Source: an optimization exercise on an open RTL-to-GDS flow (aim: small area, a short achievable clock period and few clock cycles per item). Production flows keep margins and buffers that such runs may drop. Where RTL was checked, it was by simulation tests only, not by an equivalence proof against the original.

==> module muldiv_unit, before the edit <==
module muldiv_unit (
  input  logic        clk,
  input  logic        rst_n,
  input  logic        md_valid,
  input  logic [2:0]  md_op,
  input  logic        flush,
  input  logic [31:0] op_a,
  input  logic [31:0] op_b,
  output logic        stall,
  output logic        busy,
  output logic        done,      
  output logic        owns,      
  output logic [31:0] result     
);
  localparam logic [2:0] MD_MUL    = 3'd0;
  localparam logic [2:0] MD_MULH   = 3'd1;
  localparam logic [2:0] MD_MULHSU = 3'd2;
  localparam logic [2:0] MD_MULHU  = 3'd3;
  localparam logic [1:0] S_IDLE = 2'd0;
  localparam logic [1:0] S_M1   = 2'd1;   
  localparam logic [1:0] S_M2   = 2'd3;   
  localparam logic [1:0] S_DIV  = 2'd2;   
  function automatic [5:0] lzc32(input [31:0] x);
    integer i;
    begin
      lzc32 = 6'd32;
      for (i = 0; i < 32; i = i + 1) if (x[i]) lzc32 = 31 - i;
    end
  endfunction
  logic [1:0]  st;
  logic [31:0] rq, qq, dq;      
  logic        aq_hi;           
  logic        b15, p16;        
  logic        bx;              
  logic        mul_hi;          
  logic [5:0]  pos;             
  logic        op_rem, q_neg, r_neg, q_ones;
  logic        idle, start, is_div, d_q0, fast;
  assign idle   = (st == S_IDLE);
  assign start  = idle && md_valid;
  assign is_div = md_op[2];
  assign fast   = is_div && d_q0;     
  logic        a_sgn, b_sgn;
  logic [32:0] m_a;
  logic [16:0] m_b;
  logic [32:0] m_acc;
  logic        m_x;
  logic [48:0] cs_s, cs_c, m_out;
  logic        m_co;
  assign a_sgn = (md_op == MD_MULH) || (md_op == MD_MULHSU);
  assign b_sgn = (md_op == MD_MULH);
  assign m_a   = {aq_hi, dq};
  assign m_b   = {qq[15:0], b15 & st[1]};
  assign m_acc = st[1] ? {rq[31], rq, p16} : 33'd0;
  assign m_x   = st[1] & bx;
  mul_array u_arr (.m_a(m_a), .m_b(m_b), .m_acc(m_acc), .m_x(m_x), .cs_s(cs_s), .cs_c(cs_c));
  md_add #(49) u_cpa (.a(cs_s), .b(cs_c), .ci(1'b0), .s(m_out), .co(m_co));
  logic        d_sgn, d_sa, d_sb, d_bz;
  logic [31:0] d_ma, d_mb;
  logic [5:0]  d_za, d_zb;
  assign d_sgn = ~md_op[0];
  assign d_sa  = d_sgn & op_a[31];
  assign d_sb  = d_sgn & op_b[31];
  md_cneg u_nega (.x(op_a), .en(d_sa), .y(d_ma));
  md_cneg u_negb (.x(op_b), .en(d_sb), .y(d_mb));
  assign d_bz  = (op_b == 32'd0);
  assign d_za  = lzc32(d_ma);
  assign d_zb  = lzc32(d_mb);
  logic [31:0] d_ua, d_ub, d_ub_hi;
  assign d_ua = d_sa ? {op_a[30:0] ^ 31'h7fff_ffff, 1'b1} : op_a;
  assign d_ub = op_b ^ {32{d_sb}};
  always_comb begin
    d_ub_hi[31] = 1'b0;                        
    for (int i = 30; i >= 0; i--) d_ub_hi[i] = d_ub_hi[i+1] | d_ub[i+1];
  end
  assign d_q0  = ~|(d_ua & ~d_ub_hi) & (d_ub_hi[0] | d_ub[0] | d_sb);
  logic [4:0]  sh_amt;
  logic [31:0] d_al;
  assign sh_amt = d_zb[4:0] - d_za[4:0];
  assign d_al   = d_mb << sh_amt;
  logic [31:0] t1, t2, r1, rn, qn, d2;
  logic        c1, c2, ge1, ge2, two, last, pos_neg;
  logic [5:0]  pos_nx;
  assign pos_neg = pos[5];
  assign two  = ~pos_neg & (pos != 6'd0);
  assign last = pos_neg | (pos[4:1] == 4'd0);
  md_add #(32) u_sub1 (.a(rq), .b(~dq), .ci(1'b1), .s(t1), .co(c1));
  assign ge1  = c1 & ~pos_neg;
  assign r1   = ge1 ? t1 : rq;
  assign d2   = {1'b0, dq[31:1]};
  md_add #(32) u_sub2 (.a(r1), .b(~d2), .ci(1'b1), .s(t2), .co(c2));
  assign ge2  = c2 & two;
  assign rn   = ge2 ? t2 : r1;
  assign qn   = two ? {qq[29:0], ge1, ge2} : {qq[30:0], ge1};
  assign pos_nx = pos - 6'd2;
  logic [31:0] mul_res, div_val, div_res;
  assign mul_res = mul_hi ? m_out[47:16] : {m_out[15:0], qq[31:16]};
  assign div_val = op_rem ? rn : qn;
  md_cneg u_negr (.x(div_val), .en(op_rem ? r_neg : q_neg), .y(div_res));
  assign done   = (start && fast) || (st == S_M2) || (st == S_DIV && last);
  assign owns   = ~idle | md_valid;
  assign result = idle ? (op_a & {32{md_valid & fast & md_op[1]}}) :
                  st[0] ? mul_res : (div_res | {32{q_ones}});       
  assign stall  = rst_n && !flush && ((start && !fast) || (st == S_M1) || (st == S_DIV && !last));
  assign busy   = (st == S_M1) || (st == S_DIV && !last);
  always_ff @(posedge clk or negedge rst_n) begin
    if (!rst_n) begin
      st <= S_IDLE;
    end else if (flush) begin
      st <= S_IDLE;
    end else begin
      case (st)
        S_IDLE:  if (md_valid && !fast) st <= is_div ? S_DIV : S_M1;
        S_M1:    st <= S_M2;
        S_DIV:   if (last) st <= S_IDLE;
        default: st <= S_IDLE;
      endcase
    end
  end
  always_ff @(posedge clk) begin
    if (start) begin
      if (is_div) begin
        rq     <= d_ma;
        dq     <= d_al;
        qq     <= 32'd0;
        pos    <= (d_bz || d_za > d_zb) ? 6'h3f : {1'b0, sh_amt};
        op_rem <= md_op[1];
        q_neg  <= d_sa ^ d_sb;
        r_neg  <= d_sa;
        q_ones <= d_bz & ~md_op[1];
      end else begin
        qq     <= op_b;
        dq     <= op_a;
        aq_hi  <= a_sgn & op_a[31];
        b15    <= op_b[15];
        bx     <= ~b_sgn & op_b[31];
        mul_hi <= (md_op != MD_MUL);
        q_ones <= 1'b0;
      end
    end else if (st == S_M1) begin
      rq        <= m_out[48:17];
      p16       <= m_out[16];
      qq        <= {m_out[15:0], qq[31:16]};
    end else if (st == S_DIV) begin
      rq  <= rn;
      qq  <= qn;
      dq  <= {2'b0, dq[31:2]};
      pos <= pos_nx;
    end
  end
endmodule
Settings: LEC_CHECK=0, ABC_AREA=1, CAP_MARGIN=20, CORE_MARGIN=2, CORE_UTILIZATION=40, SETUP_SLACK_MARGIN=5, SLEW_MARGIN=20, TNS_END_PERCENT=0; clock period 16.0 ns.
standard.sh (not shown) runs the stock make flow with config.mk's settings and CLKGATE_MAP_FILE= SYNTH_SCRIPT=/design/flow/synth_recipe.tcl, a recipe that flattens the netlist after the stock synthesis.
==> flow/flow/run.sh <==
#!/bin/bash
# The standard layout (standard.sh), except that the port buffers are plain buf_2 cells
# instead of the delay buffers buffer_ports picks by default. Every port still gets a buffer.
# make's full output goes to standard.log; ORFS's per-step logs stay under orfs/logs.
export BUFFER_PORTS_ARGS="-buffer_cell sky130_fd_sc_hd__buf_2"
bash standard.sh > standard.log 2>&1
==> next run, changes <==
--- a/flow/design.v
+++ b/flow/design.v
@@ -33,6 +33,7 @@
   logic        b15, p16;        
   logic        bx;              
   logic        mul_hi;          
+  logic        m_short;         
   logic [5:0]  pos;             
   logic        op_rem, q_neg, r_neg, q_ones;
   logic        idle, start, is_div, d_q0, fast;
@@ -47,8 +48,17 @@
   logic        m_x;
   logic [48:0] cs_s, cs_c, m_out;
   logic        m_co;
-  assign a_sgn = (md_op == MD_MULH) || (md_op == MD_MULHSU);
-  assign b_sgn = (md_op == MD_MULH);
+  assign a_sgn = (md_op != MD_MULHU);
+  assign b_sgn = ~md_op[1];
+  logic [32:0] a_ext, b_ext, mc_ext, mp_ext;
+  logic        a_fit, b_fit, swap;
+  assign a_ext  = {a_sgn & op_a[31], op_a};
+  assign b_ext  = {b_sgn & op_b[31], op_b};
+  assign a_fit  = (&a_ext[32:15]) | ~(|a_ext[32:15]);
+  assign b_fit  = (&b_ext[32:15]) | ~(|b_ext[32:15]);
+  assign swap   = a_fit & ~b_fit;
+  assign mc_ext = swap ? b_ext : a_ext;      
+  assign mp_ext = swap ? a_ext : b_ext;      
   assign m_a   = {aq_hi, dq};
   assign m_b   = {qq[15:0], b15 & st[1]};
   assign m_acc = st[1] ? {rq[31], rq, p16} : 33'd0;
@@ -94,15 +104,23 @@
   assign qn   = two ? {qq[29:0], ge1, ge2} : {qq[30:0], ge1};
   assign pos_nx = pos - 6'd2;
   logic [31:0] mul_res, div_val, div_res;
-  assign mul_res = mul_hi ? m_out[47:16] : {m_out[15:0], qq[31:16]};
+  always_comb begin
+    case ({st[1], mul_hi})
+      2'b00:   mul_res = m_out[31:0];                           
+      2'b01:   mul_res = {{15{m_out[48]}}, m_out[48:32]};       
+      2'b10:   mul_res = {m_out[15:0], qq[31:16]};              
+      default: mul_res = m_out[47:16];                          
+    endcase
+  end
   assign div_val = op_rem ? rn : qn;
   md_cneg u_negr (.x(div_val), .en(op_rem ? r_neg : q_neg), .y(div_res));
-  assign done   = (start && fast) || (st == S_M2) || (st == S_DIV && last);
+  assign done   = (start && fast) || (st == S_M1 && m_short) || (st == S_M2) || (st == S_DIV && last);
   assign owns   = ~idle | md_valid;
   assign result = idle ? (op_a & {32{md_valid & fast & md_op[1]}}) :
                   st[0] ? mul_res : (div_res | {32{q_ones}});       
-  assign stall  = rst_n && !flush && ((start && !fast) || (st == S_M1) || (st == S_DIV && !last));
-  assign busy   = (st == S_M1) || (st == S_DIV && !last);
+  assign stall  = rst_n && !flush && ((start && !fast) || (st == S_M1 && !m_short) ||
+                                      (st == S_DIV && !last));
+  assign busy   = (st == S_M1 && !m_short) || (st == S_DIV && !last);
   always_ff @(posedge clk or negedge rst_n) begin
     if (!rst_n) begin
       st <= S_IDLE;
@@ -111,41 +129,37 @@
     end else begin
       case (st)
         S_IDLE:  if (md_valid && !fast) st <= is_div ? S_DIV : S_M1;
-        S_M1:    st <= S_M2;
+        S_M1:    st <= m_short ? S_IDLE : S_M2;
         S_DIV:   if (last) st <= S_IDLE;
         default: st <= S_IDLE;
       endcase
     end
   end
   always_ff @(posedge clk) begin
+    rq  <= st[1] ? rn : (st[0] ? m_out[48:17] : d_ma);
+    qq  <= st[1] ? qn : (st[0] ? {m_out[15:0], qq[31:16]} : (mp_ext[31:0] & {32{~is_div}}));
+    p16 <= m_out[16];
+    pos <= idle ? ((d_bz || d_za > d_zb) ? 6'h3f : {1'b0, sh_amt}) : pos_nx;
+  end
+  always_ff @(posedge clk) begin
     if (start) begin
       if (is_div) begin
-        rq     <= d_ma;
         dq     <= d_al;
-        qq     <= 32'd0;
-        pos    <= (d_bz || d_za > d_zb) ? 6'h3f : {1'b0, sh_amt};
         op_rem <= md_op[1];
         q_neg  <= d_sa ^ d_sb;
         r_neg  <= d_sa;
         q_ones <= d_bz & ~md_op[1];
       end else begin
-        qq     <= op_b;
-        dq     <= op_a;
-        aq_hi  <= a_sgn & op_a[31];
-        b15    <= op_b[15];
-        bx     <= ~b_sgn & op_b[31];
+        dq     <= mc_ext[31:0];
+        aq_hi  <= mc_ext[32];
+        b15    <= mp_ext[15];
+        bx     <= ~mp_ext[32] & mp_ext[31];
         mul_hi <= (md_op != MD_MUL);
+        m_short <= a_fit | b_fit;
         q_ones <= 1'b0;
       end
-    end else if (st == S_M1) begin
-      rq        <= m_out[48:17];
-      p16       <= m_out[16];
-      qq        <= {m_out[15:0], qq[31:16]};
     end else if (st == S_DIV) begin
-      rq  <= rn;
-      qq  <= qn;
       dq  <= {2'b0, dq[31:2]};
-      pos <= pos_nx;
     end
   end
 endmodule
The new run ran to the end with no violations.
Non-clock buffer count came out higher by 6.
Via count stays flat.
Cell area went up by 0.45%.
Die area drops by 0.32%.
Sequential share of layout area falls by 1.4 points.
Wire length climbs by 2.3%.
Global-route usage rose by 1.1 points.
First-iteration DRC count increases by 9.7%.
Synthesized cell count barely changes.
Area after synthesis falls by 0.33%.
Core utilization goes up by 0.29 points.
Testbench counts after the change, summed over its fixed seeds: cycles 23,621, instrs 12,000.
Only the layout flow was run in the first run of this note; the RTL was not checked for function there.

==> afterwards: timing with drivers on the ports <==
The results above use ideal ports. As a check the final layouts listed here were re-extracted and re-timed, cells and wires unchanged. Step 1 (the two cells are an assumption about what drives the block):
set clk [get_ports {clk}]
set_driving_cell -lib_cell sky130_fd_sc_hd__clkbuf_16 $clk
set_driving_cell -lib_cell sky130_fd_sc_hd__buf_2 [delete_from_list [all_inputs] $clk]
Step 2 moves the port delays by t, midway between the first and last clock arrival at a register: inputs arrive t later, outputs are due t later. That takes back most of the time a late clock gives input paths. a / b / c = ideal ports / drivers / drivers and shift; a / b = the first two.
run | t, ns | slack for setup (ns) | latest minus earliest clock arrival (ns)
the first run | 0.512 | 4.831 / 4.773 / 4.906 | 0.014 / 0.013
the second run | 0.514 | 4.778 / 4.712 / 4.755 | 0.011 / 0.012
After both steps setup and hold are still met in every run listed. The setup slack of the second run, which loses most, moves by -0.066 ns with the drivers and by -0.023 ns with both steps.
